This design comes from an exercise in tuning for a short achievable clock period and few clock cycles on the open sky130 flow, not from production work.
Only simulation tests tie the RTL to the original design; equivalence was not proved.
Power figures rest on the tool's default switching activity, not on a simulated workload.

==> flow/design.v <==
`default_nettype none
package isa_pkg;
	localparam logic [5:0] op_rtype = 6'h00;	 
	localparam logic [5:0] op_j     = 6'h02;
	localparam logic [5:0] op_jal   = 6'h03;
	localparam logic [5:0] op_beq   = 6'h04;
	localparam logic [5:0] op_bne   = 6'h05;
	localparam logic [5:0] op_addiu = 6'h09;
	localparam logic [5:0] op_slti  = 6'h0a;
	localparam logic [5:0] op_andi  = 6'h0c;
	localparam logic [5:0] op_ori   = 6'h0d;
	localparam logic [5:0] op_xori  = 6'h0e;
	localparam logic [5:0] op_lui   = 6'h0f;
	localparam logic [5:0] op_lw    = 6'h23;
	localparam logic [5:0] op_sw    = 6'h2b;
	localparam logic [5:0] fn_jr   = 6'h08;
	localparam logic [5:0] fn_addu = 6'h21;
	localparam logic [5:0] fn_subu = 6'h23;
	localparam logic [5:0] fn_and  = 6'h24;
	localparam logic [5:0] fn_or   = 6'h25;
	localparam logic [5:0] fn_xor  = 6'h26;
	localparam logic [5:0] fn_slt  = 6'h2a;
	localparam logic [5:0] fn_sltu = 6'h2b;
	localparam int unsigned op_hi  = 31;
	localparam int unsigned op_lo  = 26;
	localparam int unsigned rs_hi  = 25;
	localparam int unsigned rs_lo  = 21;
	localparam int unsigned rt_hi  = 20;
	localparam int unsigned rt_lo  = 16;
	localparam int unsigned rd_hi  = 15;
	localparam int unsigned rd_lo  = 11;
	localparam int unsigned fn_hi  = 5;
	localparam int unsigned fn_lo  = 0;
	localparam int unsigned imm_hi = 15;
	localparam int unsigned imm_lo = 0;
	localparam int unsigned idx_hi = 25;
	localparam int unsigned idx_lo = 0;
endpackage
`default_nettype wire
`default_nettype none
package core_pkg;
	typedef enum logic [3:0] {
		alu_add  = 4'd0,	 
		alu_sub  = 4'd1,	 
		alu_and  = 4'd2,
		alu_or   = 4'd3,
		alu_xor  = 4'd4,
		alu_slt  = 4'd5,	 
		alu_sltu = 4'd6,	 
		alu_lui  = 4'd7	 
	} alu_op_t;
	typedef enum logic [1:0] {
		wb_alu  = 2'd0,
		wb_mem  = 2'd1,	 
		wb_link = 2'd2	 
	} wb_sel_t;
	typedef enum logic [1:0] {
		pc_seq    = 2'd0,	 
		pc_branch = 2'd1,	 
		pc_jump   = 2'd2,	 
		pc_reg    = 2'd3	 
	} pc_sel_t;
	typedef enum logic [1:0] {
		dst_rt  = 2'd0,	 
		dst_rd  = 2'd1,	 
		dst_r31 = 2'd2	 
	} dst_sel_t;
endpackage
`default_nettype wire
`timescale 1ns/1ps
`default_nettype none
module control_unit (
	input  wire logic [5:0]         opcode,
	input  wire logic [5:0]         funct,
	output core_pkg::alu_op_t       alu_op,
	output core_pkg::wb_sel_t       wb_sel,
	output core_pkg::pc_sel_t       pc_sel,
	output core_pkg::dst_sel_t      dst_sel,
	output logic                    alu_src_imm,	 
	output logic                    sign_ext,	 
	output logic                    reg_we,
	output logic                    mem_we,
	output logic                    branch_ne	 
);
	always_comb begin
		alu_op      = core_pkg::alu_add;	 
		wb_sel      = core_pkg::wb_alu;
		pc_sel      = core_pkg::pc_seq;
		dst_sel     = core_pkg::dst_rt;
		alu_src_imm = 1'b0;
		sign_ext    = 1'b1;
		reg_we      = 1'b0;
		mem_we      = 1'b0;
		branch_ne   = 1'b0;
		case (opcode)
			isa_pkg::op_rtype: begin
				dst_sel = core_pkg::dst_rd;
				reg_we  = 1'b1;	 
				case (funct)
					isa_pkg::fn_addu: alu_op = core_pkg::alu_add;
					isa_pkg::fn_subu: alu_op = core_pkg::alu_sub;
					isa_pkg::fn_and:  alu_op = core_pkg::alu_and;
					isa_pkg::fn_or:   alu_op = core_pkg::alu_or;
					isa_pkg::fn_xor:  alu_op = core_pkg::alu_xor;
					isa_pkg::fn_slt:  alu_op = core_pkg::alu_slt;
					isa_pkg::fn_sltu: alu_op = core_pkg::alu_sltu;
					isa_pkg::fn_jr: begin
						pc_sel = core_pkg::pc_reg;	 
						reg_we = 1'b0;
					end
					default: reg_we = 1'b0;	 
				endcase
			end
			isa_pkg::op_addiu, isa_pkg::op_slti, isa_pkg::op_andi,
			isa_pkg::op_ori, isa_pkg::op_xori, isa_pkg::op_lui: begin
				alu_src_imm = 1'b1;
				reg_we      = 1'b1;
				sign_ext    = (opcode == isa_pkg::op_addiu) || (opcode == isa_pkg::op_slti);
				case (opcode)
					isa_pkg::op_slti: alu_op = core_pkg::alu_slt;
					isa_pkg::op_andi: alu_op = core_pkg::alu_and;
					isa_pkg::op_ori:  alu_op = core_pkg::alu_or;
					isa_pkg::op_xori: alu_op = core_pkg::alu_xor;
					isa_pkg::op_lui:  alu_op = core_pkg::alu_lui;
					default:          alu_op = core_pkg::alu_add;
				endcase
			end
			isa_pkg::op_lw: begin
				alu_src_imm = 1'b1;	 
				wb_sel      = core_pkg::wb_mem;
				reg_we      = 1'b1;
			end
			isa_pkg::op_sw: begin
				alu_src_imm = 1'b1;
				mem_we      = 1'b1;
			end
			isa_pkg::op_beq, isa_pkg::op_bne: begin
				alu_op    = core_pkg::alu_sub;	 
				pc_sel    = core_pkg::pc_branch;
				branch_ne = (opcode == isa_pkg::op_bne);
			end
			isa_pkg::op_j: pc_sel = core_pkg::pc_jump;
			isa_pkg::op_jal: begin
				pc_sel  = core_pkg::pc_jump;
				wb_sel  = core_pkg::wb_link;	 
				dst_sel = core_pkg::dst_r31;
				reg_we  = 1'b1;
			end
			default: ;	 
		endcase
	end
endmodule
`default_nettype wire
`timescale 1ns/1ps
`default_nettype none
module register_bank (
	input  wire logic                    clk,
	input  wire logic                    rst_n,
	input  wire logic [5-1:0] raddr1,	 
	input  wire logic [5-1:0] raddr2,	 
	input  wire logic [5-1:0] waddr,
	input  wire logic                    we,
	input  wire logic [32-1:0]   wdata,
	output logic      [32-1:0]   rdata1,
	output logic      [32-1:0]   rdata2
);
	logic [32-1:0] regs [32];	 
	always_ff @(posedge clk) begin
		if (!rst_n) begin
			for (int i = 0; i < 32; i++) begin
				regs[i] <= '0;	 
			end
		end else if (we && (waddr != '0)) begin
			regs[waddr] <= wdata;	 
		end
	end
	assign rdata1 = (raddr1 == '0) ? '0 : regs[raddr1];
	assign rdata2 = (raddr2 == '0) ? '0 : regs[raddr2];
endmodule
`default_nettype wire
`timescale 1ns/1ps
`default_nettype none
module alu (
	input  wire logic [32-1:0] a,	 
	input  wire logic [32-1:0] b,	 
	input  core_pkg::alu_op_t          op,
	output logic      [32-1:0] result,
	output logic                       zero
);
	localparam int half = 32 / 2;
	logic lt_signed;
	logic lt_unsigned;
	assign lt_signed   = $signed(a) < $signed(b);
	assign lt_unsigned = a < b;
	always_comb begin
		case (op)
			core_pkg::alu_add:  result = a + b;	 
			core_pkg::alu_sub:  result = a - b;
			core_pkg::alu_and:  result = a & b;
			core_pkg::alu_or:   result = a | b;
			core_pkg::alu_xor:  result = a ^ b;
			core_pkg::alu_slt:  result = {{(32-1){1'b0}}, lt_signed};
			core_pkg::alu_sltu: result = {{(32-1){1'b0}}, lt_unsigned};
			core_pkg::alu_lui:  result = {b[half-1:0], {half{1'b0}}};	 
			default:            result = '0;
		endcase
	end
	assign zero = (a == b);
endmodule
`default_nettype wire
`timescale 1ns/1ps
`default_nettype none
module program_counter (
	input  wire logic                      clk,
	input  wire logic                      rst_n,
	input  core_pkg::pc_sel_t              pc_sel,
	input  wire logic                      zero,	 
	input  wire logic                      branch_ne,
	input  wire logic [32-1:0]     imm_ext,	 
	input  wire logic [26-1:0]   jump_index,
	input  wire logic [32-1:0]     reg_target,	 
	output logic      [32-1:0]     pc,
	output logic      [32-1:0]     pc_plus4	 
);
	logic                  taken;
	logic [32-1:0] branch_target;
	logic [32-1:0] jump_target;
	logic [32-1:0] pc_next;
	assign pc_plus4      = pc + 32'd4;
	assign taken         = zero ^ branch_ne;	 
	assign branch_target = pc_plus4 + {imm_ext[32-3:0], 2'b00};
	assign jump_target   = {pc_plus4[32-1:26+2], jump_index, 2'b00};	 
	always_comb begin
		case (pc_sel)
			core_pkg::pc_branch: pc_next = taken ? branch_target : pc_plus4;
			core_pkg::pc_jump:   pc_next = jump_target;
			core_pkg::pc_reg:    pc_next = reg_target;
			default:             pc_next = pc_plus4;
		endcase
	end
	always_ff @(posedge clk) begin
		if (!rst_n) begin
			pc <= '0;	 
		end else begin
			pc <= pc_next;
		end
	end
endmodule
`default_nettype wire
`timescale 1ns/1ps
`default_nettype none
module mips_uniciclo (
	input  wire logic                    clk,
	input  wire logic                    rst_n,
	output logic      [32-1:0]   imem_addr,	 
	input  wire logic [32-1:0]   imem_data,
	output logic      [32-1:0]   dmem_addr,
	output logic      [32-1:0]   dmem_wdata,
	output logic                         dmem_we,	 
	input  wire logic [32-1:0]   dmem_rdata,
	output logic                         rf_we,	 
	output logic      [5-1:0] rf_waddr,
	output logic      [32-1:0]   rf_wdata
);
	localparam logic [2:0] op_add  = 3'd0;
	localparam logic [2:0] op_sub  = 3'd1;
	localparam logic [2:0] op_and  = 3'd2;
	localparam logic [2:0] op_or   = 3'd3;	 
	localparam logic [2:0] op_xor  = 3'd4;
	localparam logic [2:0] op_slt  = 3'd5;
	localparam logic [2:0] op_sltu = 3'd6;
	logic [31:0] pc;	 
	logic [31:0] lp;	 
	logic        d_valid;
	logic [31:0] d_ir;
	logic [31:0] d_pc4;
	logic [31:0] d_tgt;	 
	logic        d_pred;	 
	logic        e_wr;	 
	logic        e_ld;
	logic        e_st;
	logic        e_br;	 
	logic        e_bne;
	logic        e_jr;
	logic        e_pred;
	logic        e_zok;	 
	logic [4:0]  e_dst;
	logic [2:0]  e_op;
	logic [31:0] e_a;
	logic [31:0] e_b;
	logic [31:0] e_s;	 
	logic [31:0] e_tgt;
	logic [31:0] e_pc4;
	logic        m_wr;
	logic        m_ld;
	logic        m_st;
	logic        m_z;	 
	logic        m_o;	 
	logic [4:0]  m_dst;
	logic [31:0] m_res;	 
	logic [31:0] m_sd;
	logic        w_we;
	logic [4:0]  w_dst;
	logic [31:0] w_data;
	logic [31:0] regs [1:31];
	logic        zf [1:31];	 
	logic        of [1:31];	 
	logic        e_eq;
	logic        e_taken;
	logic        e_mis;
	logic [31:0] e_ntgt;
	logic [31:0] e_res;
	logic        e_z;	 
	assign e_eq    = (e_a == e_b);
	assign e_taken = e_eq ^ e_bne;
	assign e_mis   = (e_br && (e_taken != e_pred)) || (e_jr && (e_a != e_tgt));
	assign e_ntgt  = e_jr ? e_a : (e_taken ? e_tgt : e_pc4);
	always_comb begin
		case (e_op)
			op_add:  e_res = e_a + e_b;
			op_sub:  e_res = e_a - e_b;
			op_and:  e_res = e_a & e_b;
			op_or:   e_res = e_a | e_b;
			op_xor:  e_res = e_a ^ e_b;
			op_slt:  e_res = {31'd0, $signed(e_a) < $signed(e_b)};
			op_sltu: e_res = {31'd0, e_a < e_b};
			default: e_res = e_a + e_b;
		endcase
	end
	always_comb begin
		case (e_op)
			op_add:  e_z = ((e_a ^ e_b) == {e_a[30:0] | e_b[30:0], 1'b0});
			op_and:  e_z = ((e_a & e_b) == 32'd0);
			op_or:   e_z = ((e_a | e_b) == 32'd0);
			default: e_z = e_eq;	 
		endcase
	end
	logic        e_one;
	logic [31:0] e_cin;	 
	assign e_cin = {(e_a[30:0] | e_b[30:0]) & ~31'd1 | (e_a[30:0] & e_b[30:0]), 1'b0};
	assign e_one = (e_op == op_add) && ((e_a ^ e_b ^ 32'd1) == e_cin);
	logic [31:0] m_val;
	logic        m_vz;
	logic        m_vo;
	assign m_val = m_ld ? dmem_rdata : m_res;
	assign m_vz  = m_ld ? (dmem_rdata == 32'd0) : m_z;
	assign m_vo  = m_ld ? (dmem_rdata == 32'd1) : m_o;
	assign dmem_addr  = m_res;
	assign dmem_wdata = m_sd;
	assign dmem_we    = m_st & rst_n;
	assign rf_we    = w_we & rst_n;
	assign rf_waddr = w_dst;
	assign rf_wdata = w_data;
	logic [5:0]  f_op;
	logic        f_j;
	logic        f_jal;
	logic        f_jr;
	logic        f_br;
	logic        f_pred;
	logic [31:0] f_pc4;
	logic [31:0] f_tgt;
	assign imem_addr = pc;
	assign f_op  = imem_data[31:26];
	assign f_j   = (f_op == 6'h02) || (f_op == 6'h03);
	assign f_jal = (f_op == 6'h03);
	assign f_jr  = (f_op == 6'h00) && (imem_data[5:0] == 6'h08);
	assign f_br  = (f_op == 6'h04) || (f_op == 6'h05);
	assign f_pc4 = pc + 32'd4;
	always_comb begin
		if (f_j)       f_tgt = {f_pc4[31:28], imem_data[25:0], 2'b00};
		else if (f_jr) f_tgt = lp;
		else           f_tgt = f_pc4 + {{14{imem_data[15]}}, imem_data[15:0], 2'b00};
		if (imem_data[25:21] == imem_data[20:16])
			f_pred = f_j || f_jr || (f_op == 6'h04);	 
		else if (f_br && f_zok)
			f_pred = f_j || f_jr || (f_zval ^ (f_op == 6'h05));
		else
			f_pred = f_j || f_jr || (f_br && imem_data[15]);	 
	end
	logic [4:0] f_zr;
	logic       f_zok;
	logic       f_zval;
	logic       d_dec;	 
	logic       d_yone;	 
	assign f_zr  = (imem_data[20:16] == 5'd0) ? imem_data[25:21] : imem_data[20:16];
	assign d_dec = d_valid && (d_ir[31:26] == 6'h09) && (d_ir[15:0] == 16'hffff);
	always_comb begin
		if (e_wr && e_dst == d_ir[25:21])        d_yone = e_one;
		else if (m_wr && m_dst == d_ir[25:21])   d_yone = m_vo;
		else if (d_ir[25:21] == 5'd0)            d_yone = 1'b0;
		else                                     d_yone = of[d_ir[25:21]];
	end
	always_comb begin
		f_zok = 1'b1;
		if (d_wr && d_dst == f_zr) begin
			f_zval = d_yone;
			f_zok  = d_dec && !(e_ld && e_wr && e_dst == d_ir[25:21]);
		end else if (e_wr && e_dst == f_zr) begin
			f_zval = e_z;
			f_zok  = e_zok && !e_ld;
		end else if (m_wr && m_dst == f_zr) begin
			f_zval = m_vz;
		end else if (f_zr == 5'd0) begin
			f_zval = 1'b1;
		end else begin
			f_zval = zf[f_zr];
		end
		if (!((imem_data[25:21] == 5'd0) || (imem_data[20:16] == 5'd0))) f_zok = 1'b0;
	end
	logic [5:0]  op;
	logic [5:0]  fn;
	logic [4:0]  rs;
	logic [4:0]  rt;
	logic [4:0]  rd;
	logic [15:0] imm;
	logic [31:0] sx;
	assign op  = d_ir[31:26];
	assign rs  = d_ir[25:21];
	assign rt  = d_ir[20:16];
	assign rd  = d_ir[15:11];
	assign fn  = d_ir[5:0];
	assign imm = d_ir[15:0];
	assign sx  = {{16{imm[15]}}, imm};
	logic d_ralu, d_jr, d_ialu, d_lui, d_lw, d_sw, d_beq, d_bne, d_jal;
	logic d_use_rs, d_use_rt, d_imm, d_zx, d_wr, d_zok;
	logic [4:0] d_dst;
	logic [2:0] d_op;
	always_comb begin
		d_ralu = 1'b0;
		d_op   = op_add;
		if (op == 6'h00) begin
			d_ralu = 1'b1;
			case (fn)
				6'h21: d_op = op_add;
				6'h23: d_op = op_sub;
				6'h24: d_op = op_and;
				6'h25: d_op = op_or;
				6'h26: d_op = op_xor;
				6'h2a: d_op = op_slt;
				6'h2b: d_op = op_sltu;
				default: d_ralu = 1'b0;
			endcase
		end else begin
			case (op)
				6'h0a: d_op = op_slt;
				6'h0c: d_op = op_and;
				6'h0d: d_op = op_or;
				6'h0e: d_op = op_xor;
				6'h0f: d_op = op_or;
				6'h03: d_op = op_or;
				default: d_op = op_add;
			endcase
		end
		d_ralu = d_ralu && d_valid;
		d_jr   = d_valid && (op == 6'h00) && (fn == 6'h08);
		d_ialu = d_valid && ((op == 6'h09) || (op == 6'h0a) || (op == 6'h0c) || (op == 6'h0d) || (op == 6'h0e));
		d_zx   = (op == 6'h0c) || (op == 6'h0d) || (op == 6'h0e);
		d_lui  = d_valid && (op == 6'h0f);
		d_lw   = d_valid && (op == 6'h23);
		d_sw   = d_valid && (op == 6'h2b);
		d_beq  = d_valid && (op == 6'h04);
		d_bne  = d_valid && (op == 6'h05);
		d_jal  = d_valid && (op == 6'h03);
		d_imm  = d_ialu || d_lw || d_sw;
		d_zok  = (d_op != op_slt) && (d_op != op_sltu);
		d_use_rs = d_ralu || d_jr || d_ialu || d_lw || d_sw || d_beq || d_bne;
		d_use_rt = d_ralu || d_sw || d_beq || d_bne;
		if (d_ralu)      d_dst = rd;
		else if (d_jal)  d_dst = 5'd31;
		else             d_dst = rt;
		d_wr = (d_ralu || d_ialu || d_lui || d_lw || d_jal) && (d_dst != 5'd0);
	end
	logic [31:0] rs_val;
	logic [31:0] rt_val;
	always_comb begin
		if (e_wr && e_dst == rs)         rs_val = e_res;
		else if (m_wr && m_dst == rs)    rs_val = m_val;
		else if (rs == 5'd0)             rs_val = 32'd0;
		else                             rs_val = regs[rs];
		if (e_wr && e_dst == rt)         rt_val = e_res;
		else if (m_wr && m_dst == rt)    rt_val = m_val;
		else if (rt == 5'd0)             rt_val = 32'd0;
		else                             rt_val = regs[rt];
	end
	logic stall;
	assign stall = e_ld && e_wr && ((d_use_rs && rs == e_dst) || (d_use_rt && rt == e_dst));
	logic [4:0] zr;	 
	logic       z_ok;
	logic       z_val;
	logic       d_taken;
	logic       d_mis;
	assign zr = (rt == 5'd0) ? rs : rt;
	always_comb begin
		z_ok = 1'b1;
		if (e_wr && e_dst == zr) begin
			z_val = e_z;
			z_ok  = e_zok && !e_ld;
		end else if (m_wr && m_dst == zr) begin
			z_val = m_vz;
		end else if (zr == 5'd0) begin
			z_val = 1'b1;
		end else begin
			z_val = zf[zr];
		end
		if (!((rs == 5'd0) || (rt == 5'd0))) z_ok = 1'b0;
	end
	assign d_taken = z_val ^ d_bne;
	assign d_mis   = (d_beq || d_bne) && z_ok && (d_taken != d_pred);
	always_ff @(posedge clk) begin
		if (!rst_n) begin
			pc      <= 32'd0;
			d_valid <= 1'b0;
		end else if (e_mis) begin
			pc      <= e_ntgt;
			d_valid <= 1'b0;
		end else if (d_mis && !stall) begin
			pc      <= d_taken ? d_tgt : d_pc4;
			d_valid <= 1'b0;
		end else if (!stall) begin
			pc      <= f_pred ? f_tgt : f_pc4;
			d_valid <= 1'b1;
		end
	end
	always_ff @(posedge clk) begin
		if (!stall || e_mis) begin
			d_ir   <= imem_data;
			d_pc4  <= f_pc4;
			d_tgt  <= f_tgt;
			d_pred <= f_pred;
		end
		if (!rst_n) begin
			lp <= 32'd0;
		end else if (f_jal && !e_mis && !(d_mis && !stall)) begin
			lp <= f_pc4;
		end
	end
	always_ff @(posedge clk) begin
		if (!rst_n || stall || e_mis) begin
			e_wr  <= 1'b0;
			e_ld  <= 1'b0;
			e_st  <= 1'b0;
			e_br  <= 1'b0;
			e_jr  <= 1'b0;
		end else begin
			e_wr  <= d_wr;
			e_ld  <= d_lw;
			e_st  <= d_sw;
			e_br  <= d_beq || d_bne;
			e_jr  <= d_jr;
		end
	end
	always_ff @(posedge clk) begin
		e_bne  <= d_bne;
		e_pred <= (d_beq || d_bne) && z_ok ? d_taken : d_pred;
		e_zok  <= d_zok;
		e_dst  <= d_dst;
		e_op   <= d_op;
		e_a    <= (d_lui || d_jal) ? 32'd0 : rs_val;
		if (d_lui)      e_b <= {imm, 16'd0};
		else if (d_jal) e_b <= d_pc4;
		else if (d_imm) e_b <= d_zx ? {16'd0, imm} : sx;
		else            e_b <= rt_val;
		e_s    <= rt_val;
		e_tgt  <= d_tgt;
		e_pc4  <= d_pc4;
	end
	always_ff @(posedge clk) begin
		if (!rst_n) begin
			m_wr <= 1'b0;
			m_ld <= 1'b0;
			m_st <= 1'b0;
			w_we <= 1'b0;
		end else begin
			m_wr <= e_wr;
			m_ld <= e_ld;
			m_st <= e_st;
			w_we <= m_wr;
		end
	end
	always_ff @(posedge clk) begin
		m_dst  <= e_dst;
		m_res  <= e_res;
		m_z    <= (e_res == 32'd0);
		m_o    <= (e_res == 32'd1);
		m_sd   <= e_s;
		w_dst  <= m_dst;
		w_data <= m_val;
	end
	always_ff @(posedge clk) begin
		if (!rst_n) begin
			for (int i = 1; i < 32; i++) begin
				regs[i] <= 32'd0;	 
				zf[i]   <= 1'b1;
				of[i]   <= 1'b0;
			end
		end else if (m_wr) begin
			regs[m_dst] <= m_val;
			zf[m_dst]   <= m_vz;
			of[m_dst]   <= m_vo;
		end
	end
endmodule
`default_nettype wire
==> flow/flow/run.sh <==
#!/bin/bash
set -uo pipefail
cd "$(dirname "${BASH_SOURCE[0]}")/.."
export SETUP_SLACK_MARGIN=5.6
bash standard.sh > standard_flow.log 2>&1
status=$?
tail -n 40 standard_flow.log
exit $status
==> flow/standard.sh <==
#!/bin/bash
# synth_recipe.tcl (not shown) runs the flow's synth.tcl, then flattens the netlist and writes it again
# the make line also repeats each setting of config.mk as NAME=value (left out here)
make -C /OpenROAD-flow-scripts/flow DESIGN_CONFIG=/design/flow/config.mk WORK_HOME=/design/flow/orfs CLKGATE_MAP_FILE= SYNTH_SCRIPT=/design/flow/synth_recipe.tcl "${@:-finish}"
==> flow/config.mk <==
export PLATFORM = sky130hd
export DESIGN_NAME = mips_uniciclo
export DESIGN_NICKNAME = mips_uniciclo
export VERILOG_FILES = /design/flow/design.v
export SDC_FILE = /design/flow/constraint.sdc
export NUM_CORES = 4
export LEC_CHECK = 0
export ABC_CLOCK_PERIOD_IN_PS = 3000
export CAP_MARGIN = 20
export CORE_MARGIN = 2
export CORE_UTILIZATION = 40
export SLEW_MARGIN = 20
==> flow/constraint.sdc <==
create_clock -name core_clock -period 9.5 [get_ports {clk}]
set_input_delay 1.9000 -clock core_clock [delete_from_list [all_inputs] [get_ports {clk}]]
set_output_delay 1.9000 -clock core_clock [all_outputs]
set_load 0.01 [all_outputs]
==> results of run 1 <==
## cell usage after synthesis, types with 116 or more instances
cell	n
a21oi_1	237
clkbuf_1	452
dfxtp_1	394
edfxtp_1	1153
ha_1	131
inv_1	220
mux2i_1	202
mux4_2	660
nand2_1	294
nand3_1	116
nor2_1	1259
o21ai_0	254
## power by group through the flow
stage | clock (µW) | sequential, µW | combinational, µW
after floorplan | 0 | 8080 | 2280
after global placement | 0 | 8300 | 4100
after detailed placement | 0 | 8320 | 4110
after CTS | 6400 | 8190 | 4510
after global routing | 6650 | 8220 | 5060
final | 6370 | 8200 | 4890
## area by class of cell
| class | count | area share [%] |
|---|---|---|
| multi-input cells | 4166 | 39.9 |
| flip-flops and latches | 1547 | 43.7 |
| inverters | 222 | 0.864 |
| diodes | 3 | 0.00769 |
| repair buffers | 630 | 6.75 |
| clock buffers | 225 | 4.62 |
| clock inverters | 70 | 0.671 |
| well taps | 2656 | 3.41 |
| repair inverters | 1 | 0.00769 |
## routing by layer
layer / up-vias / GRT usage, %
met1: 31500 / 38.8
li1: 24800 / -
met2: 4259 / 49.0
met4: 2 / 17.7
met5: - / 0
met3: 939 / 7.11
## layout by cell type (no fill, tap or decap), types with 31 or more instances in the layout
master / n
a21o_1: 35
a21oi_1: 182
a21oi_2: 42
buf_12: 33
buf_4: 308
buf_6: 67
clkbuf_1: 45
clkbuf_16: 168
clkdlybuf4s50_1: 143
dfxtp_1: 314
dfxtp_2: 51
edfxtp_1: 1153
ha_1: 82
ha_4: 33
inv_1: 200
mux2i_1: 166
mux2i_4: 37
mux4_2: 660
nand2_1: 215
nand2_2: 62
nand2b_1: 33
nand3_1: 102
nand4_1: 47
nor2_1: 1220
nor3_1: 34
nor4_1: 31
o21ai_0: 199
o22ai_1: 62
xnor2_1: 53
xor2_1: 100
## final timing paths
path                            slack [ns]  cells after the start                  end
worst max-delay path                  4.73                     20  pc[10]$_SDFFE_PN0P_
worst min-delay path                  0.33                      0     m_sd[12]$_DFF_P_
worst max register to register        4.87                     18  pc[10]$_SDFFE_PN0P_
worst min register to register        0.33                      0     m_sd[12]$_DFF_P_
## logic make-up after synthesis
kind of cell             share of synthesized area (%)
multiplexers                                      21.2
AO/OA/AOI/OAI                                     7.62
AND/OR/NAND/NOR                                   10.6
buffers and inverters                             3.76
adder cells (fa/ha/maj)                           2.11
flip-flops                                        52.8
XOR/XNOR                                          1.95
## repair_timing
action,CTS,global route
gates resized for setup,724,338
endpoints found under the setup margin,998,417
hold buffers,0,0
setup buffers,137,108
gates cloned,43,4
pin swaps,119,165
## per-stage QoR
stage               instance area [µm²]  total power [µW]  setup slack (ns)  util (%)  hold slack [ns]
detailed placement                86000             12400              2.30      43.0            0.312
floorplan                         81100             10400              4.56         -            0.310
global route                      97600             19900              4.74      48.8            0.333
CTS                               95300             19100              4.85      47.6            0.327
finish                            97600             19500              4.73      48.8            0.326
global placement                  86000             12400              2.29      43.0            0.311
## worst max-delay path, delay by kind of cell
family	cells	cell delay (ns)
XOR/XNOR	1	0.21
buffers and inverters	8	0.92
multiplexers	2	0.64
AND/OR/NAND/NOR	5	1.40
AO/OA/AOI/OAI	4	0.38
==> metrics.md, run 1 <==
| Metric | Value |
|---|---|
| Top reg by flops | `regs` |
| Synth area leaders | `edfxtp_1 (43%), mux4_2 (18%), dfxtp_1 (9.8%), nor2_1 (5.9%), mux2i_1 (2.5%)` |
| Final Non-Filler Cells | `9520` |
| Critical path class | `in2reg` |
| Clock latency on the worst-skew pair | `0.84 ns` |
| Wire length on met3 | `approximately 36000 µm` |
| Synthesized net count | `roughly 6700` |
| CP required | `10.20 ns` |
| Synth warn | `1` |
| # IOs | `between 200 and 250` |
| Number of synthesized flops with an enable pin | `1153` |
| Die X | `about 450 µm` |
| Max FFs per register | `1024` |
| Detailed placement HPWL | `198000 µm` |
| Fill cells | `around 17000` |
| Final Setup Violations | `0` |
| Sequential Power Share | `42.1%` |
| Drt wl/cell | `34.1 µm` |
| FF+latch area | `between 40000 and 50000 µm²` |
| Post-synthesis cell type count | `87` |
| Max Clk Rate | `210 MHz` |
| Drt pass-1 iters | `6` |
| Synth Instances | `6482` |
| Multi-input combinational cell area | `39000 µm²` |
| Rel. slew slack | `26.5%` |
| DR DRC count | `0` |
| Clock Pin Slew Worst Setup and Hold Paths | `0.06 ns` |
| DIE AREA | `205000 µm²` |
| Mapped Avg Cell Area | `12.4 µm²` |
| Share of layout cells above drive strength 1 | `29.8%` |
| Port Buf Inserts | `200` |
| PwrDens | `199 nW/µm²` |
| Seq/Total Area, Yosys | `52.8%` |
| Unrepaired setup endpoints after global routing | `yes` |
| Critical Path Fanout Max | `6` |
| CTS sink count | `1547` |
| Initial antenna violation count | `10` |
| CTS buffer count | `160` |
| Clock Root Buffer | `clkbuf_16` |
| Clock network fraction of total power | `about a third` |
| Grt ovf | `0` |
| First-pass GRT wire length | `451000 µm` |
| Core footprint | `200000 µm²` |
| Comb power frac | `25.1%` |
| Vias per cell | `6.46` |
| Initial core utilization | `40.3%` |
| Nets | `6928` |
| Routability Congestion | `0.972` |
| Detailed router's first-iteration violation count | `8926` |
| GRT Total Usage | `roughly 31%` |
| Clock buffer depth | `3` |
| Post-route ant nets | `0` |
| Leakage | `0.0361 µW` |
| Hold path start | `e_s[12]$_DFF_P_` |
| Wire length on met2 | `between 150000 and 200000 µm` |
| Worst Hold Class | `reg2reg` |
| Largest stage delay, worst path | `between 0.4 and 0.5 ns` |
| Vias in the first global route | `60200` |
| CTS tree | `built` |
| Primary FF master, synth | `edfxtp_1` |
| Slowest CP cell | `nand4_1` |
| Cell count after placement | `8930` |
| Final period util | `50.2%` |
| Setup crit end kind | `flop` |
| Vias | `61500` |
| Setup TNS | `0 ns` |
| WL met1 | `116000 µm` |
| CTS H-tree depth | `4` |
| Yosys reg bits | `1547` |
| Least-Margin Pin Slew | `1.10 ns` |
| Crit start category | `input port` |
| Net switching power | `6420 µW` |
| Largest net degree at the start of global routing | `66` |
| Crit-path cells | `buf_6 > nor4_4 > nand4_1 > nor2_4 > buf_6 > a22oi_2 > buf_12 > nand3_4 > o41ai_4 > mux2i_4 > xor2_4 > buf_6 > buf_6 > buf_8 > buf_6 > buf_8 > mux2_4 > and3b_2 > a21oi_2 > a21oi_2` |
| Post-synth top area cell | `edfxtp_1` |
| CP dominant cell by count | `buf_6` |
| Area growth from synthesis to layout | `21.1%` |
| Ys async rst share | `0%` |
| Pins Over Slew Limit | `0` |
| Internal power | `between 10000 and 15000 µW` |
| Max-Cap Viols | `0` |
| Switch share | `around 33%` |
| Worst r2r src | `e_a[14]$_SDFF_PP0_` |
| Die Y | `453 µm` |
| Final wirelength | `approximately 320000 µm` |
| Fin crit period | `between 4 and 5 ns` |
| Skew final | `0.0404 ns` |
| Mapped cell area | `just over 80000 µm²` |
| Max VDD drop | `about 0.15 mV` |
| Critical path origin | `dmem_rdata[25]` |
| Final Hold Vio Count | `0` |
| Status | `complete, no violations` |
| Row count | `164` |
| Yosys top cell area share | `43.0%` |
| CP arrival | `5.47 ns` |
| DR top layer | `met5` |
Testbench counts, summed over its fixed seeds: cycles 92,950.
==> run 2, diff against run 1 <==
--- a/flow/design.v
+++ b/flow/design.v
@@ -270,11 +270,19 @@
 	localparam logic [2:0] op_slt  = 3'd5;
 	localparam logic [2:0] op_sltu = 3'd6;
 	logic [31:0] pc;	 
+	logic [31:0] pc4;	 
+	logic        lf;	 
+	logic        lfn;	 
+	logic [31:0] lt;
+	logic [31:0] lt4;	 
 	logic [31:0] lp;	 
+	logic [31:0] lp4;	 
 	logic        d_valid;
 	logic [31:0] d_ir;
 	logic [31:0] d_pc4;
+	logic [31:0] d_pc8;
 	logic [31:0] d_tgt;	 
+	logic [31:0] d_tgt4;	 
 	logic        d_pred;	 
 	logic        e_wr;	 
 	logic        e_ld;
@@ -291,6 +299,8 @@
 	logic [31:0] e_s;	 
 	logic [31:0] e_tgt;
 	logic [31:0] e_pc4;
+	logic [31:0] e_pc8;
+	logic [31:0] e_tgt4;
 	logic        m_wr;
 	logic        m_ld;
 	logic        m_st;
@@ -305,40 +315,85 @@
 	logic [31:0] regs [1:31];
 	logic        zf [1:31];	 
 	logic        of [1:31];	 
+	logic [7:0]  hf [1:31];	 
+	function automatic logic [31:0] ks_add(input logic [31:0] a, input logic [31:0] b, input logic cin);
+		logic [31:0] p;
+		logic [31:0] g;
+		logic [31:0] pp;
+		p  = a ^ b;
+		g  = a & b;
+		g[0] = g[0] | (p[0] & cin);
+		pp = p;
+		for (int d = 1; d < 32; d = d * 2) begin
+			for (int i = 31; i >= d; i--) begin
+				g[i]  = g[i] | (pp[i] & g[i - d]);
+				pp[i] = pp[i] & pp[i - d];
+			end
+		end
+		ks_add = p ^ {g[30:0], cin};
+	endfunction
+	function automatic logic [7:0] fold(input logic [31:0] v);
+		fold = v[7:0] ^ v[15:8] ^ v[23:16] ^ v[31:24];
+	endfunction
 	logic        e_eq;
 	logic        e_taken;
 	logic        e_mis;
 	logic [31:0] e_ntgt;
+	logic [31:0] e_ntgt4;
 	logic [31:0] e_res;
 	logic        e_z;	 
+	logic        e_lt;	 
+	assign e_lt = (e_op == op_slt) ? ($signed(e_a) < $signed(e_b)) : (e_a < e_b);
 	assign e_eq    = (e_a == e_b);
 	assign e_taken = e_eq ^ e_bne;
 	assign e_mis   = (e_br && (e_taken != e_pred)) || (e_jr && (e_a != e_tgt));
 	assign e_ntgt  = e_jr ? e_a : (e_taken ? e_tgt : e_pc4);
+	assign e_ntgt4 = e_jr ? ks_add(e_a, 32'd4, 1'b0) : (e_taken ? e_tgt4 : e_pc8);
 	always_comb begin
 		case (e_op)
-			op_add:  e_res = e_a + e_b;
-			op_sub:  e_res = e_a - e_b;
+			op_add:  e_res = ks_add(e_a, e_b, 1'b0);
+			op_sub:  e_res = ks_add(e_a, ~e_b, 1'b1);
 			op_and:  e_res = e_a & e_b;
 			op_or:   e_res = e_a | e_b;
 			op_xor:  e_res = e_a ^ e_b;
-			op_slt:  e_res = {31'd0, $signed(e_a) < $signed(e_b)};
-			op_sltu: e_res = {31'd0, e_a < e_b};
-			default: e_res = e_a + e_b;
+			op_slt:  e_res = {31'd0, e_lt};
+			op_sltu: e_res = {31'd0, e_lt};
+			default: e_res = ks_add(e_a, e_b, 1'b0);
 		endcase
 	end
+	logic        e_one;
+	logic [31:0] e_nb;
+	logic [31:0] e_cin;	 
+	assign e_nb  = ~e_b;
+	assign e_cin = {(e_a[30:0] | e_b[30:0]) & ~31'd1 | (e_a[30:0] & e_b[30:0]), 1'b0};
 	always_comb begin
 		case (e_op)
-			op_add:  e_z = ((e_a ^ e_b) == {e_a[30:0] | e_b[30:0], 1'b0});
-			op_and:  e_z = ((e_a & e_b) == 32'd0);
-			op_or:   e_z = ((e_a | e_b) == 32'd0);
-			default: e_z = e_eq;	 
+			op_add: begin
+				e_z   = ((e_a ^ e_b) == {e_a[30:0] | e_b[30:0], 1'b0});
+				e_one = ((e_a ^ e_b ^ 32'd1) == e_cin);
+			end
+			op_sub: begin
+				e_z   = e_eq;
+				e_one = ((e_a ^ e_nb) == {e_a[30:0] | e_nb[30:0], 1'b0});
+			end
+			op_and: begin
+				e_z   = ((e_a & e_b) == 32'd0);
+				e_one = ((e_a & e_b) == 32'd1);
+			end
+			op_or: begin
+				e_z   = ((e_a | e_b) == 32'd0);
+				e_one = ((e_a | e_b) == 32'd1);
+			end
+			op_xor: begin
+				e_z   = e_eq;
+				e_one = ((e_a ^ e_b) == 32'd1);
+			end
+			default: begin	 
+				e_z   = !e_lt;
+				e_one = e_lt;
+			end
 		endcase
 	end
-	logic        e_one;
-	logic [31:0] e_cin;	 
-	assign e_cin = {(e_a[30:0] | e_b[30:0]) & ~31'd1 | (e_a[30:0] & e_b[30:0]), 1'b0};
-	assign e_one = (e_op == op_add) && ((e_a ^ e_b ^ 32'd1) == e_cin);
 	logic [31:0] m_val;
 	logic        m_vz;
 	logic        m_vo;
@@ -356,50 +411,101 @@
 	logic        f_jal;
 	logic        f_jr;
 	logic        f_br;
-	logic        f_pred;
+	logic        f_pred;	 
+	logic        f_pe;	 
+	logic        f_xok;
+	logic        f_xt;
+	logic        f_late;
 	logic [31:0] f_pc4;
+	logic [31:0] f_pc8;
+	logic [31:0] f_off;
+	logic [31:0] f_btgt;
+	logic [31:0] f_btgt4;
+	logic [31:0] f_jtgt;
 	logic [31:0] f_tgt;
-	assign imem_addr = pc;
+	logic [31:0] f_tgt4;
+	assign imem_addr = lfn ? pc : lt;
 	assign f_op  = imem_data[31:26];
 	assign f_j   = (f_op == 6'h02) || (f_op == 6'h03);
 	assign f_jal = (f_op == 6'h03);
 	assign f_jr  = (f_op == 6'h00) && (imem_data[5:0] == 6'h08);
 	assign f_br  = (f_op == 6'h04) || (f_op == 6'h05);
-	assign f_pc4 = pc + 32'd4;
+	logic [31:0] pc8;
+	logic [31:0] lt8;
+	assign pc8     = ks_add(pc4, 32'd4, 1'b0);
+	assign lt8     = ks_add(lt4, 32'd4, 1'b0);
+	assign f_pc4   = lf ? lt4 : pc4;
+	assign f_pc8   = lf ? lt8 : pc8;
+	assign f_off   = {{14{imem_data[15]}}, imem_data[15:0], 2'b00};
+	assign f_btgt  = lf ? ks_add(lt4, f_off, 1'b0) : ks_add(pc4, f_off, 1'b0);
+	assign f_btgt4 = lf ? ks_add(lt8, f_off, 1'b0) : ks_add(pc8, f_off, 1'b0);
+	assign f_jtgt  = {f_pc4[31:28], imem_data[25:0], 2'b00};
 	always_comb begin
-		if (f_j)       f_tgt = {f_pc4[31:28], imem_data[25:0], 2'b00};
-		else if (f_jr) f_tgt = lp;
-		else           f_tgt = f_pc4 + {{14{imem_data[15]}}, imem_data[15:0], 2'b00};
+		if (f_j) begin
+			f_tgt  = f_jtgt;
+			f_tgt4 = ks_add(f_jtgt, 32'd4, 1'b0);
+		end else if (f_jr) begin
+			f_tgt  = lp;
+			f_tgt4 = lp4;
+		end else begin
+			f_tgt  = f_btgt;
+			f_tgt4 = f_btgt4;
+		end
 		if (imem_data[25:21] == imem_data[20:16])
-			f_pred = f_j || f_jr || (f_op == 6'h04);	 
-		else if (f_br && f_zok)
-			f_pred = f_j || f_jr || (f_zval ^ (f_op == 6'h05));
+			f_pe = f_j || f_jr || (f_op == 6'h04);	 
 		else
-			f_pred = f_j || f_jr || (f_br && imem_data[15]);	 
+			f_pe = f_j || f_jr || (f_br && imem_data[15]);	 
 	end
+	logic [4:0] f_rs;
+	logic [4:0] f_rt;
+	logic       f_gok;
+	assign f_rs  = imem_data[25:21];
+	assign f_rt  = imem_data[20:16];
+	assign f_gok = (f_rs != 5'd0) && (f_rt != 5'd0)
+	               && !(d_wr && (d_dst == f_rs || d_dst == f_rt))
+	               && !(e_wr && (e_dst == f_rs || e_dst == f_rt))
+	               && !(m_wr && (m_dst == f_rs || m_dst == f_rt));
+	assign f_xok  = f_br && (f_rs != f_rt) && (f_zok || f_gok);
+	logic [7:0] f_hs;
+	logic [7:0] f_ht;
+	assign f_hs   = (f_rs == 5'd0) ? 8'd0 : hf[f_rs];
+	assign f_ht   = (f_rt == 5'd0) ? 8'd0 : hf[f_rt];
+	assign f_xt   = (f_zok ? f_zval : (f_hs == f_ht)) ^ (f_op == 6'h05);
+	assign f_pred = f_xok ? f_xt : f_pe;
+	assign f_late = f_xok && (f_xt != f_pe);
 	logic [4:0] f_zr;
 	logic       f_zok;
 	logic       f_zval;
 	logic       d_dec;	 
 	logic       d_yone;	 
+	logic       d_yok;	 
 	assign f_zr  = (imem_data[20:16] == 5'd0) ? imem_data[25:21] : imem_data[20:16];
 	assign d_dec = d_valid && (d_ir[31:26] == 6'h09) && (d_ir[15:0] == 16'hffff);
 	always_comb begin
-		if (e_wr && e_dst == d_ir[25:21])        d_yone = e_one;
-		else if (m_wr && m_dst == d_ir[25:21])   d_yone = m_vo;
-		else if (d_ir[25:21] == 5'd0)            d_yone = 1'b0;
-		else                                     d_yone = of[d_ir[25:21]];
+		d_yok = 1'b1;
+		if (e_wr && e_dst == d_ir[25:21]) begin
+			d_yone = e_one;
+			d_yok  = !e_ld;
+		end else if (m_wr && m_dst == d_ir[25:21]) begin
+			d_yone = m_o;
+			d_yok  = !m_ld;	 
+		end else if (d_ir[25:21] == 5'd0) begin
+			d_yone = 1'b0;
+		end else begin
+			d_yone = of[d_ir[25:21]];
+		end
 	end
 	always_comb begin
 		f_zok = 1'b1;
 		if (d_wr && d_dst == f_zr) begin
 			f_zval = d_yone;
-			f_zok  = d_dec && !(e_ld && e_wr && e_dst == d_ir[25:21]);
+			f_zok  = d_dec && d_yok;
 		end else if (e_wr && e_dst == f_zr) begin
 			f_zval = e_z;
 			f_zok  = e_zok && !e_ld;
 		end else if (m_wr && m_dst == f_zr) begin
-			f_zval = m_vz;
+			f_zval = m_z;
+			f_zok  = !m_ld;	 
 		end else if (f_zr == 5'd0) begin
 			f_zval = 1'b1;
 		end else begin
@@ -462,7 +568,7 @@
 		d_bne  = d_valid && (op == 6'h05);
 		d_jal  = d_valid && (op == 6'h03);
 		d_imm  = d_ialu || d_lw || d_sw;
-		d_zok  = (d_op != op_slt) && (d_op != op_sltu);
+		d_zok  = 1'b1;
 		d_use_rs = d_ralu || d_jr || d_ialu || d_lw || d_sw || d_beq || d_bne;
 		d_use_rt = d_ralu || d_sw || d_beq || d_bne;
 		if (d_ralu)      d_dst = rd;
@@ -484,54 +590,50 @@
 	end
 	logic stall;
 	assign stall = e_ld && e_wr && ((d_use_rs && rs == e_dst) || (d_use_rt && rt == e_dst));
-	logic [4:0] zr;	 
-	logic       z_ok;
-	logic       z_val;
-	logic       d_taken;
-	logic       d_mis;
-	assign zr = (rt == 5'd0) ? rs : rt;
-	always_comb begin
-		z_ok = 1'b1;
-		if (e_wr && e_dst == zr) begin
-			z_val = e_z;
-			z_ok  = e_zok && !e_ld;
-		end else if (m_wr && m_dst == zr) begin
-			z_val = m_vz;
-		end else if (zr == 5'd0) begin
-			z_val = 1'b1;
-		end else begin
-			z_val = zf[zr];
-		end
-		if (!((rs == 5'd0) || (rt == 5'd0))) z_ok = 1'b0;
-	end
-	assign d_taken = z_val ^ d_bne;
-	assign d_mis   = (d_beq || d_bne) && z_ok && (d_taken != d_pred);
 	always_ff @(posedge clk) begin
 		if (!rst_n) begin
 			pc      <= 32'd0;
+			pc4     <= 32'd4;
 			d_valid <= 1'b0;
 		end else if (e_mis) begin
 			pc      <= e_ntgt;
-			d_valid <= 1'b0;
-		end else if (d_mis && !stall) begin
-			pc      <= d_taken ? d_tgt : d_pc4;
+			pc4     <= e_ntgt4;
 			d_valid <= 1'b0;
 		end else if (!stall) begin
-			pc      <= f_pred ? f_tgt : f_pc4;
+			pc      <= f_pe ? f_tgt : f_pc4;
+			pc4     <= f_pe ? f_tgt4 : f_pc8;
 			d_valid <= 1'b1;
+		end else begin
+			pc      <= imem_addr;	 
+			pc4     <= f_pc4;
+		end
+	end
+	always_ff @(posedge clk) begin
+		if (!rst_n || e_mis || stall) begin
+			lf  <= 1'b0;
+			lfn <= 1'b1;
+		end else begin
+			lf  <= f_late;
+			lfn <= !f_late;
 		end
+		lt  <= f_pe ? f_pc4 : f_btgt;	 
+		lt4 <= f_pe ? f_pc8 : f_btgt4;
 	end
 	always_ff @(posedge clk) begin
 		if (!stall || e_mis) begin
 			d_ir   <= imem_data;
 			d_pc4  <= f_pc4;
+			d_pc8  <= f_pc8;
 			d_tgt  <= f_tgt;
+			d_tgt4 <= f_tgt4;
 			d_pred <= f_pred;
 		end
 		if (!rst_n) begin
-			lp <= 32'd0;
-		end else if (f_jal && !e_mis && !(d_mis && !stall)) begin
-			lp <= f_pc4;
+			lp  <= 32'd0;
+			lp4 <= 32'd4;
+		end else if (f_jal) begin	 
+			lp  <= f_pc4;
+			lp4 <= f_pc8;
 		end
 	end
 	always_ff @(posedge clk) begin
@@ -551,7 +653,7 @@
 	end
 	always_ff @(posedge clk) begin
 		e_bne  <= d_bne;
-		e_pred <= (d_beq || d_bne) && z_ok ? d_taken : d_pred;
+		e_pred <= d_pred;
 		e_zok  <= d_zok;
 		e_dst  <= d_dst;
 		e_op   <= d_op;
@@ -563,6 +665,8 @@
 		e_s    <= rt_val;
 		e_tgt  <= d_tgt;
 		e_pc4  <= d_pc4;
+		e_pc8  <= d_pc8;
+		e_tgt4 <= d_tgt4;
 	end
 	always_ff @(posedge clk) begin
 		if (!rst_n) begin
@@ -580,8 +684,8 @@
 	always_ff @(posedge clk) begin
 		m_dst  <= e_dst;
 		m_res  <= e_res;
-		m_z    <= (e_res == 32'd0);
-		m_o    <= (e_res == 32'd1);
+		m_z    <= e_z;
+		m_o    <= e_one;
 		m_sd   <= e_s;
 		w_dst  <= m_dst;
 		w_data <= m_val;
@@ -592,11 +696,13 @@
 				regs[i] <= 32'd0;	 
 				zf[i]   <= 1'b1;
 				of[i]   <= 1'b0;
+				hf[i]   <= 8'd0;
 			end
 		end else if (m_wr) begin
 			regs[m_dst] <= m_val;
 			zf[m_dst]   <= m_vz;
 			of[m_dst]   <= m_vo;
+			hf[m_dst]   <= fold(m_val);
 		end
 	end
 endmodule
==> flow/flow/run.sh (replaced) <==
#!/bin/bash
set -uo pipefail
cd "$(dirname "${BASH_SOURCE[0]}")/.."
export SETUP_SLACK_MARGIN=6.0
bash standard.sh > standard_flow.log 2>&1
status=$?
tail -n 40 standard_flow.log
exit $status
==> run 2 against run 1 <==
Still clean on timing, DRC and antenna. Final cell count up 47%. Die area is 37% higher. Sequential cell count grew 501. Critical path depth fell by 17. Setup slack improved by 0.51 ns. Global-route usage increased by 3.7 points. Utilization is 1.8 points higher. Synthesized area rose by 38%. Sequential power grew 32%. Critical endpoint is now dmem_we. Largest cell class is now multi-input combinational cells.
==> metrics.md, run 2 <==
| Metric | Value |
|---|---|
| Final wirelength | `505000 µm` |
| Max Clk Rate | `235 MHz` |
| CTS tree | `built` |
| Unrepaired setup endpoints after global routing | `yes` |
| Die X | `531 µm` |
| Least-Margin Pin Slew | `1.16 ns` |
| Clock Root Buffer | `clkbuf_16` |
| Synth top cells by count | `nor2_1 (1709), edfxtp_1 (1469), mux4_2 (769)` |
| Skew final | `0.0737 ns` |
| Final period util | `44.8%` |
| Commonest non-fill, non-tap cell in the layout | `nor2_1` |
| Fin crit period | `around 4.3 ns` |
| Pins Over Slew Limit | `0` |
| Yosys reg bits | `2048` |
| Clock latency on the worst-skew pair | `0.92 ns` |
| Synthesized net count | `9893` |
| PwrDens | `203 nW/µm²` |
| Nets | `10400` |
| Final Hold Vio Count | `0` |
| Port Buf Inserts | `200` |
| CTS H-tree depth | `4` |
| Mapped Avg Cell Area | `11.6 µm²` |
| Top reg by flops | `regs` |
| Synth warn | `1` |
| Crit start category | `input port` |
| Drt pass-1 iters | `9` |
| Final Setup Violations | `0` |
| Clock Pin Slew Worst Setup and Hold Paths | `0.06 ns` |
| Vias in the first global route | `88600` |
| Critical path class | `in2out` |
| Yosys top cell area share | `39.7%` |
| Number of synthesized flops with an enable pin | `1469` |
| Post-route ant nets | `0` |
| Max FFs per register | `1024` |
| Detailed router's first-iteration violation count | `15400` |
| Initial antenna violation count | `26` |
| First-pass GRT wire length | `about 690000 µm` |
| Ys async rst share | `0%` |
| Setup crit end kind | `output port` |
| CTS sink count | `2048` |
| Primary FF master, synth | `edfxtp_1` |
| Vias | `92900` |
| # IOs | `201` |
| CP arrival | `2.36 ns` |
| Setup TNS | `0 ns` |
| DP Area | `roughly 120000 µm²` |
| Count leader, synth | `nor2_1` |
| Leakage | `around 0.053 µW` |
| Largest net degree at the start of global routing | `103` |
| Share of layout cells above drive strength 1 | `31.3%` |
| Status | `complete, no violations` |
| Core footprint | `276000 µm²` |
| Max VDD drop | `0.221 mV` |
| Largest regs | `regs (1024), hf (256)` |
| Mapped cell area | `111000 µm²` |
| Max-Cap Viols | `0` |
| Grt ovf | `0` |
| Vias per cell | `around 6.6` |
| Post-synthesis cell type count | `~90` |
| Worst Hold Class | `reg2reg` |
| Critical Path Fanout Max | `3` |
| Rel. slew slack | `22.6%` |
| Clock buffer depth | `3` |
| Synth Instances | `9558` |
| CTS buffer count | `215` |
| Final Cell Area | `140000 µm²` |
| Die Y | `~530 µm` |
| Row count | `193` |
| Drt wl/cell | `36.1 µm` |
| Total power | `roughly 28000 µW` |
| Detailed placement HPWL | `286000 µm` |
| GRT Total Usage | `34.6%` |
| Routability Congestion | `0.994` |
| Area growth from synthesis to layout | `25.8%` |
| Post-synth top area cell | `edfxtp_1` |
| CP required | `7.60 ns` |
| Most frequent cells in the layout | `nor2_1 (1670), edfxtp_1 (1469), mux4_2 (769)` |
| DIE AREA | `282000 µm²` |
| Seq/Total Area, Yosys | `between 50% and 60%` |
| Initial core utilization | `40.2%` |
| DR DRC count | `0` |
| Synth area leaders | `edfxtp_1 (40%), mux4_2 (16%), dfxtp_1 (10%), nor2_1 (5.8%), ha_1 (3.0%)` |
[run 2: cell types whose count changed after synthesis, sizes merged, moves of 95 or more]
| cell | delta |
|---|---|
| a21oi | +192 |
| clkbuf | +196 |
| dfxtp | +185 |
| edfxtp | +316 |
| ha | +132 |
| inv | +95 |
| mux4 | +109 |
| nand2 | +231 |
| nor2 | +450 |
| o21ai | +162 |
| xnor2 | +151 |
[run 2: cell type report]
| cell class | count | area (µm²) |
|---|---|---|
| fill | 23800 | 137000 |
| multi-input combinational | 6438 | 58500 |
| sequential | 2048 | 56000 |
| timing repair buffer | 1052 | 12000 |
| clock buffer | 282 | 5930 |
| tap | 3705 | 4640 |
| clock inverter | 127 | 1390 |
| inverter | 319 | 1270 |
| antenna | 11 | 27.5 |
| timing repair inverter | 1 | 7.51 |
[run 2: through the flow]
step                setup WS [ns]  hold WS, ns  util, %  cells
finish                       5.24        0.294     50.6  14000
detailed placement           3.09        0.312     43.0  12900
global placement             3.11        0.310     43.0  12900
global route                 5.19        0.297     50.6  14000
floorplan                    4.48        0.310        -   9558
CTS                          5.23        0.305     49.3  13800
[run 2: where the power goes]
| part | total, µW | internal, µW | switching (µW) | leakage (µW) |
|---|---|---|---|---|
| clock network | 8870 | 4970 | 3900 | 0.00358 |
| logic | 8660 | 3060 | 5600 | 0.0295 |
| registers | 10800 | 10200 | 540 | 0.0200 |
[run 2: repair_timing]
action | CTS | global route
pin swaps | 362 | 311
cloned | 91 | 14
hold buffers | 0 | 0
buffers inserted | 427 | 163
setup endpoints to repair | 2240 | 769
gates resized for setup | 1474 | 437
[run 2: per-layer routing]
layer / wire [µm] / part of all wire, % / vias to the layer above / GRT usage (%)
met4: 48000 / 9.5 / 18 / 25.6
met2: 222000 / 44 / 7741 / 52.8
met3: 66900 / 13 / 2160 / 10.1
met1: 169000 / 33 / 46200 / 41.5
li1: - / - / 36700 / -
met5: 126 / 0.025 / - / 0
[run 2: kinds of logic after synthesis]
logic type | count (synthesis) | share of synthesized area [%]
compound gates | 1638 | 9.41
xor+xnor | 411 | 3.25
fa+ha+maj | 269 | 3.07
buf+inv | 1103 | 3.77
flops | 2048 | 50.2
mux | 1121 | 18.9
simple gates | 2968 | 11.5
[run 2: final timing paths]
path	slack [ns]	cells past startpoint	from	to
worst max register to register	5.30	19	pc4[9]$_SDFF_PN0_	pc4[27]$_SDFF_PN0_
worst min register to register	0.29	0	e_s[25]$_DFF_P_	m_sd[25]$_DFF_P_
worst min-delay path	0.29	0	e_s[25]$_DFF_P_	m_sd[25]$_DFF_P_
worst max-delay path	5.24	3	rst_n	dmem_we
[run 2: critical path, cell delays in order]
cell and delay [ns]:
clkbuf_16 0.15, and2_4 0.17, buf_6 0.12
Testbench counts of run 2, summed over its fixed seeds: cycles 90,546.
==> run 3, diff against run 2 <==
--- a/flow/config.mk
+++ b/flow/config.mk
@@ -8,5 +8,6 @@
 export ABC_CLOCK_PERIOD_IN_PS = 3000
 export CAP_MARGIN = 20
 export CORE_MARGIN = 2
-export CORE_UTILIZATION = 40
+export CORE_UTILIZATION = 55
+export PLACE_DENSITY = 0.7
 export SLEW_MARGIN = 20
==> run 3 against run 2 <==
The layout now fails its checks (max-capacitance violations, max-slew violations). Register-to-register slack about the same. Count of clock-buffer cells in the layout decreased by 5. Sequential share of layout area increased by 0.28 points. Global-route usage increased by 11 points. Final cell count decreased by 7.3%. Sequential cell count unchanged. Synthesized area unchanged. Critical path depth increased by 11. Clock skew increased by 0.012 ns. Final area decreased by 0.69%. Critical endpoint is now lfn$_SDFF_PP1_. Largest cell class unchanged. Largest power group unchanged.
==> metrics.md, run 3 <==
| Metric | Value |
|---|---|
| Mapped cell area | `around 110000 µm²` |
| Clock latency on the worst-skew pair | `0.94 ns` |
| Least-Margin Pin Slew | `between 1.5 and 2 ns` |
| Initial core utilization | `a little under three fifths` |
| Pins Over Slew Limit | `9` |
| GR Util met1 | `between 50% and 60%` |
| GRT Total Usage | `45.7%` |
| Critical path class | `in2reg` |
| GR peak layer | `met2` |
| Worst Hold Class | `reg2reg` |
| Detailed placement HPWL | `276000 µm` |
| Yosys reg bits | `2048` |
| Setup crit end kind | `flop` |
| DR DRC count | `0` |
| Crit start category | `input port` |
| Setup TNS | `0 ns` |
| Drt wl/cell | `~38 µm` |
| Final Setup Violations | `0` |
| Final core utilization | `just under 70%` |
| Most frequent cells in the layout | `nor2_1 (1650), edfxtp_1 (1469), mux4_2 (769)` |
| Synthesized net count | `approximately 9900` |
| Layout check failures | `max-capacitance violations, max-slew violations` |
| Initial antenna violation count | `29` |
| Port Buf Inserts | `200` |
| Ys async rst share | `0%` |
| Number of synthesized flops with an enable pin | `about 1500` |
| Fin crit period | `4.29 ns` |
| CP required | `10.29 ns` |
| Drt pass-1 iters | `9` |
| PwrDens | `203 nW/µm²` |
| Count leader, synth | `nor2_1` |
| Synth area leaders | `edfxtp_1 (40%), mux4_2 (16%), dfxtp_1 (10%), nor2_1 (5.8%), ha_1 (3.0%)` |
| Post-synthesis cell type count | `91` |
| Met3 Use GR | `between 10% and 20%` |
| Vias | `94200` |
| CTS buffer count | `211` |
| CTS H-tree depth | `4` |
| Unrepaired setup endpoints after global routing | `yes` |
| Largest net degree at the start of global routing | `~130` |
| Top reg by flops | `regs` |
| Post-synth top area cell | `edfxtp_1` |
| Max-Cap Viols | `2` |
| Critical Path Fanout Max | `6` |
| Seq/Total Area, Yosys | `50.2%` |
| Hold Buf Count CTS | `0` |
| Leakage | `around 0.053 µW` |
| CTS tree | `built` |
| First-pass GRT wire length | `661000 µm` |
| Routability Congestion | `1.01` |
| Commonest non-fill, non-tap cell in the layout | `nor2_1` |
| Vias per cell | `roughly 7.3` |
| Final Non-Filler Cells | `13000` |
| Row count | `164` |
| Final Hold Vio Count | `0` |
| Max Clk Rate | `233 MHz` |
| Clock Root Buffer | `clkbuf_16` |
| Synth Instances | `9558` |
| Core footprint | `between 200000 and 250000 µm²` |
| Skew final | `0.0853 ns` |
| Post-route ant nets | `0` |
| # IOs | `201` |
| Largest regs | `regs (1024), hf (256)` |
| Yosys top cell area share | `39.7%` |
| Area growth from synthesis to layout | `25.0%` |
| DIE AREA | `~210000 µm²` |
| Synth top cells by count | `nor2_1 (1709), edfxtp_1 (1469), mux4_2 (769)` |
| Total power | `28100 µW` |
| Share of layout cells above drive strength 1 | `roughly a third` |
| Rel. slew slack | `-27.9%` |
| Final wirelength | `488000 µm` |
| Final period util | `45.1%` |
| Synth warn | `1` |
| Max FFs per register | `1024` |
| Met2 GRT Util | `between 60 and 70%` |
| Cell count after placement | `11800` |
| Detailed router's first-iteration violation count | `approximately 17000` |
| Primary FF master, synth | `edfxtp_1` |
| Vias in the first global route | `89200` |
| Die Y | `453 µm` |
| Die X | `453 µm` |
| CP arrival | `between 5 and 6 ns` |
| Grt ovf | `0` |
| Max VDD drop | `0.289 mV` |
| CTS sink count | `2048` |
| Nets | `10400` |
| Mapped Avg Cell Area | `approximately 12 µm²` |
| Clock buffer depth | `3` |
| Clock Pin Slew Worst Setup and Hold Paths | `0.07 ns` |
| Status | `complete, but fails checks` |
run 3: layout make-up:
cell class,count,area (µm²)
fill,13700,61500
tap,2656,3320
antenna,16,40.0
clock buffer,277,5840
clock inverter,121,1250
inverter,319,1270
sequential,2048,56000
timing repair buffer,1096,12100
multi-input combinational,6435,58900
run 3: timing repair:
action                     4_1_cts  5_1_grt
pin swaps                      336      362
gates resized for setup       1441      608
setup buffers                  369      276
gates cloned                    69       29
setup endpoints to repair     2317      953
run 3: kinds of logic after synthesis:
kind of cell               Yosys count  share of synthesized area (%)
adders and majority gates          269                           3.07
muxes                             1121                           18.9
AOI/OAI and AO/OA                 1638                           9.41
buffers and inverters             1103                           3.77
DFF                               2048                           50.2
and+or+nand+nor                   2968                           11.5
xor gates and xnor gates           411                           3.25
run 3: per-stage QoR:
stage	setup WS, ns	hold slack [ns]	area, µm²
floorplan	4.48	0.310	113000
global placement	3.13	0.312	117000
detailed placement	3.08	0.312	117000
CTS	5.33	0.305	133000
global route	5.21	0.297	139000
finish	5.21	0.309	139000
run 3: metal layers:
metal | vias to the layer above | share of wire [%]
met4 | 22 | 11
met3 | 2656 | 15
met1 | 45900 | 31
met2 | 8921 | 43
li1 | 36700 | -
met5 | - | 0.043
run 3: power by group:
group | total [µW] | internal [µW] | switching [µW]
combinational | 8830 | 3170 | 5660
sequential | 10700 | 10200 | 506
clock | 8570 | 4700 | 3870
total | 28100 | 18100 | 10000
run 3: path summary, 6_finish.rpt:
path | from | slack [ns] | cells past startpoint | end
setup / recovery | imem_data[16] | 5.21 | 14 | lfn$_SDFF_PP1_
hold / removal | d_tgt[25]$_DFFE_PP_ | 0.31 | 0 | e_tgt[25]$_DFF_P_
setup reg to reg | e_a[0]$_SDFF_PP0_ | 5.29 | 17 | lfn$_SDFF_PP1_
hold reg to reg | d_tgt[25]$_DFFE_PP_ | 0.31 | 0 | e_tgt[25]$_DFF_P_
run 3: critical path, cell delays in order:
cell and delay, ns:
buf_16 0.13, buf_6 0.17, nor4_4 0.07, buf_4 0.14
nor2_1 0.70, a21oi_1 0.19, xor2_1 0.21, nor4_2 0.30
nand3_2 0.27, a211oi_2 0.27, a41oi_2 0.08, xnor2_2 0.18
xnor2_1 0.14, or3_1 0.32
==> run 4, diff against run 3 <==
--- a/flow/config.mk
+++ b/flow/config.mk
@@ -8,6 +8,5 @@
 export ABC_CLOCK_PERIOD_IN_PS = 3000
 export CAP_MARGIN = 20
 export CORE_MARGIN = 2
-export CORE_UTILIZATION = 55
-export PLACE_DENSITY = 0.7
+export CORE_UTILIZATION = 47
 export SLEW_MARGIN = 20
==> run 4 against run 3 <==
The layout still fails its checks (max-capacitance violations, max-slew violations). Clock power up 4.1%. Setup slack got worse by 0.0044 ns. Sequential cell count unchanged. Utilization decreased by 9.3 points. Non-clock buffer count rose by 56. Final cell count increased by 4.4%. Count of clock-buffer cells in the layout grew 9. Global-route usage shrank 5.5 points. Wire length rose by 4.0%. Worst hold slack worse by 0.019 ns. First-iteration DRC count is 8.1% lower. Register-to-register slack improved by 0.02 ns. Critical path type unchanged. Largest cell class unchanged.
==> metrics.md, run 4 <==
| Metric | Value |
|---|---|
| Die X | `490 µm` |
| DIE AREA | `around 240000 µm²` |
| Synth area leaders | `edfxtp_1 (40%), mux4_2 (16%), dfxtp_1 (10%), nor2_1 (5.8%), ha_1 (3.0%)` |
| Worst Hold Class | `reg2reg` |
| Final Hold Vio Count | `0` |
| Max-Cap Viols | `1` |
| Vias | `93200` |
| Clock network fraction of total power | `31.5%` |
| Die Y | `between 400 and 500 µm` |
| Largest regs | `regs (1024), hf (256)` |
| Setup crit end kind | `flop` |
| Initial core utilization | `47.2%` |
| Count leader, synth | `nor2_1` |
| Status | `complete, but fails checks` |
| Final worst setup slack | `5.21 ns` |
| Max VDD drop | `0.285 mV` |
| Synthesized net count | `approximately 9900` |
| Initial antenna violation count | `31` |
| DR DRC count | `0` |
| Drt wl/cell | `37.5 µm` |
| Primary FF master, synth | `edfxtp_1` |
| Clock latency on the worst-skew pair | `0.94 ns` |
| Final period util | `45.2%` |
| Net switching power | `10000 µW` |
| Max FFs per register | `1024` |
| Slowest CP cell | `a211oi_4` |
| Final Setup Violations | `0` |
| Fill cells | `between 15000 and 20000` |
| Max Clk Rate | `233 MHz` |
| Leakage | `0.0539 µW` |
| Ys async rst share | `0%` |
| Unrepaired setup endpoints after global routing | `yes` |
| First-pass GRT wire length | `a little under 700000 µm` |
| Clock Pin Slew Worst Setup and Hold Paths | `about 0.060 ns` |
| Critical path origin | `imem_data[22]` |
| Row count | `178` |
| Detailed router's first-iteration violation count | `15200` |
| GRT Total Usage | `40.2%` |
| Number of synthesized flops with an enable pin | `1469` |
| Clock buffer depth | `3` |
| Worst r2r src | `e_a[22]$_SDFF_PP0_` |
| Final core utilization | `60.0%` |
| Core footprint | `235000 µm²` |
| Seq/Total Area, Yosys | `50.2%` |
| CP required | `between 10 and 15 ns` |
| PwrDens | `201 nW/µm²` |
| Sequential Power Share | `38.0%` |
| Largest stage delay, worst path | `between 0.3 and 0.4 ns` |
| Vias in the first global route | `88500` |
| Clock Root Buffer | `clkbuf_16` |
| Post-route ant nets | `0` |
| CTS H-tree depth | `4` |
| Most frequent cells in the layout | `nor2_1 (1638), edfxtp_1 (1469), mux4_2 (769)` |
| Mapped Avg Cell Area | `11.6 µm²` |
| Crit-path cells | `buf_12 > buf_12 > nor2b_1 > buf_6 > buf_6 > a22oi_1 > a31oi_1 > o221ai_2 > xor2_1 > nor4_2 > nand3_2 > a211oi_4 > a41oi_4 > xnor2_2 > xnor2_1 > or3_1` |
| Synth top cells by count | `nor2_1 (1709), edfxtp_1 (1469), mux4_2 (769)` |
| CP arrival | `5.07 ns` |
| Setup TNS | `0 ns` |
| Pre-CTS WS | `3.01 ns` |
| CTS tree | `built` |
| Skew final | `0.0805 ns` |
| Yosys top cell area share | `roughly two fifths` |
| Area growth from synthesis to layout | `27.0%` |
| CTS buffer count | `217` |
| CTS sink count | `between 2000 and 2500` |
| Routability Congestion | `just under 1` |
| Fin crit period | `4.29 ns` |
| Least-Margin Pin Slew | `1.72 ns` |
| Pins Over Slew Limit | `6` |
| Post-synth top area cell | `edfxtp_1` |
| Final wirelength | `508000 µm` |
| Top reg by flops | `regs` |
| Largest net degree at the start of global routing | `83` |
| Yosys reg bits | `2048` |
| Crit start category | `input port` |
| Grt ovf | `0` |
| Critical Path Fanout Max | `18` |
| Share of layout cells above drive strength 1 | `32.7%` |
| WHS | `0.290 ns` |
| Post-synthesis cell type count | `91` |
| Mapped cell area | `roughly 110000 µm²` |
| Comb power frac | `30.5%` |
| Nets | `roughly 11000` |
| Drt pass-1 iters | `8` |
| Synth Instances | `9558` |
| Critical path class | `in2reg` |
| # IOs | `201` |
| Vias per cell | `6.89` |
| Commonest non-fill, non-tap cell in the layout | `nor2_1` |
| Hold path start | `d_tgt4[3]$_DFFE_PP_` |
| Switch share | `35.3%` |
| Detailed placement HPWL | `roughly 280000 µm` |
| Port Buf Inserts | `200` |
| Layout check failures | `max-capacitance violations, max-slew violations` |
| Internal power | `18300 µW` |
| Rel. slew slack | `-18.0%` |
| Synth warn | `1` |
==> run 4: cell families (layout without fill, tap and decap cells) <==
logic type                 count (synthesis)  after routing  synth area share (%)
muxes                                   1121           1121                  18.9
AOI/OAI and AO/OA                       1638           1638                  9.41
other                                      0             17                     0
DFF                                     2048           2048                  50.2
and+or+nand+nor                         2968           2999                  11.5
buffers and inverters                   1103           1884                  3.77
xor gates and xnor gates                 411            411                  3.25
adders and majority gates                269            269                  3.07
==> run 4: worst paths after layout <==
kind / endpoint / slack (ns) / cells past startpoint
max reg2reg: lfn$_SDFF_PP1_ / 5.31 / 17
min reg2reg: e_tgt4[3]$_DFF_P_ / 0.29 / 0
min: e_tgt4[3]$_DFF_P_ / 0.29 / 0
max: lfn$_SDFF_PP1_ / 5.21 / 16
==> run 4: worst max-delay path, delay by kind of cell <==
| kind | cells | cell delay [ns] |
|---|---|---|
| xor gates and xnor gates | 3 | 0.49 |
| AOI/OAI and AO/OA | 5 | 0.90 |
| and+or+nand+nor | 4 | 1.07 |
| buffers and inverters | 4 | 0.69 |
==> run 4: cell type report <==
class                      instances  area [µm²]  area share, %
antenna                           17        42.5         0.0302
clock buffer                     286        5940           4.21
clock inverter                   126        1450           1.03
inverter                         319        1280          0.909
multi-input combinational       6438       59200           42.0
sequential                      2048       56000           39.7
tap                             3150        3940           2.79
timing repair buffer            1152       13200           9.34
timing repair inverter             1        7.51        0.00532
==> run 4: layer usage <==
metal / vias to the layer above / wire length [µm] / GRT usage, %
li1: 36900 / - / -
met2: 7830 / 224000 / 61.1
met4: 20 / 49200 / 30.6
met3: 2120 / 66400 / 10.8
met5: - / 155 / 0.0198
met1: 46400 / 168000 / 48.9
==> run 4: timing repair <==
item	in CTS	in global routing
endpoints found under the setup margin	1909	1328
hold buffers	0	0
pin swaps	380	330
gates resized for setup	1552	551
setup buffers	430	227
cloned	91	33
==> run 4: per-stage QoR <==
step	instances	cell area [µm²]	total power, µW
detailed placement	12300	118000	17700
global route	13500	141000	28900
CTS	13300	136000	27500
floorplan	9558	113000	14700
global placement	12300	118000	17700
finish	13500	141000	28300
==> run 4: power by group through the flow <==
stage,combinational [µW],clock (µW),sequential (µW)
2_1_floorplan,4050,0,10700
3_3_place_gp,6750,0,10900
3_5_place_dp,6790,0,10900
4_1_cts,7850,8880,10700
5_1_grt,8870,9240,10800
6_report,8650,8920,10800

Setup slack of run 4, layout unchanged: 5.207 ns with ideal ports, 4.956 ns with driving cells assumed (clock clkbuf_16, inputs buf_2), 4.081 ns with port delays also shifted by the 0.994 ns mid clock arrival.
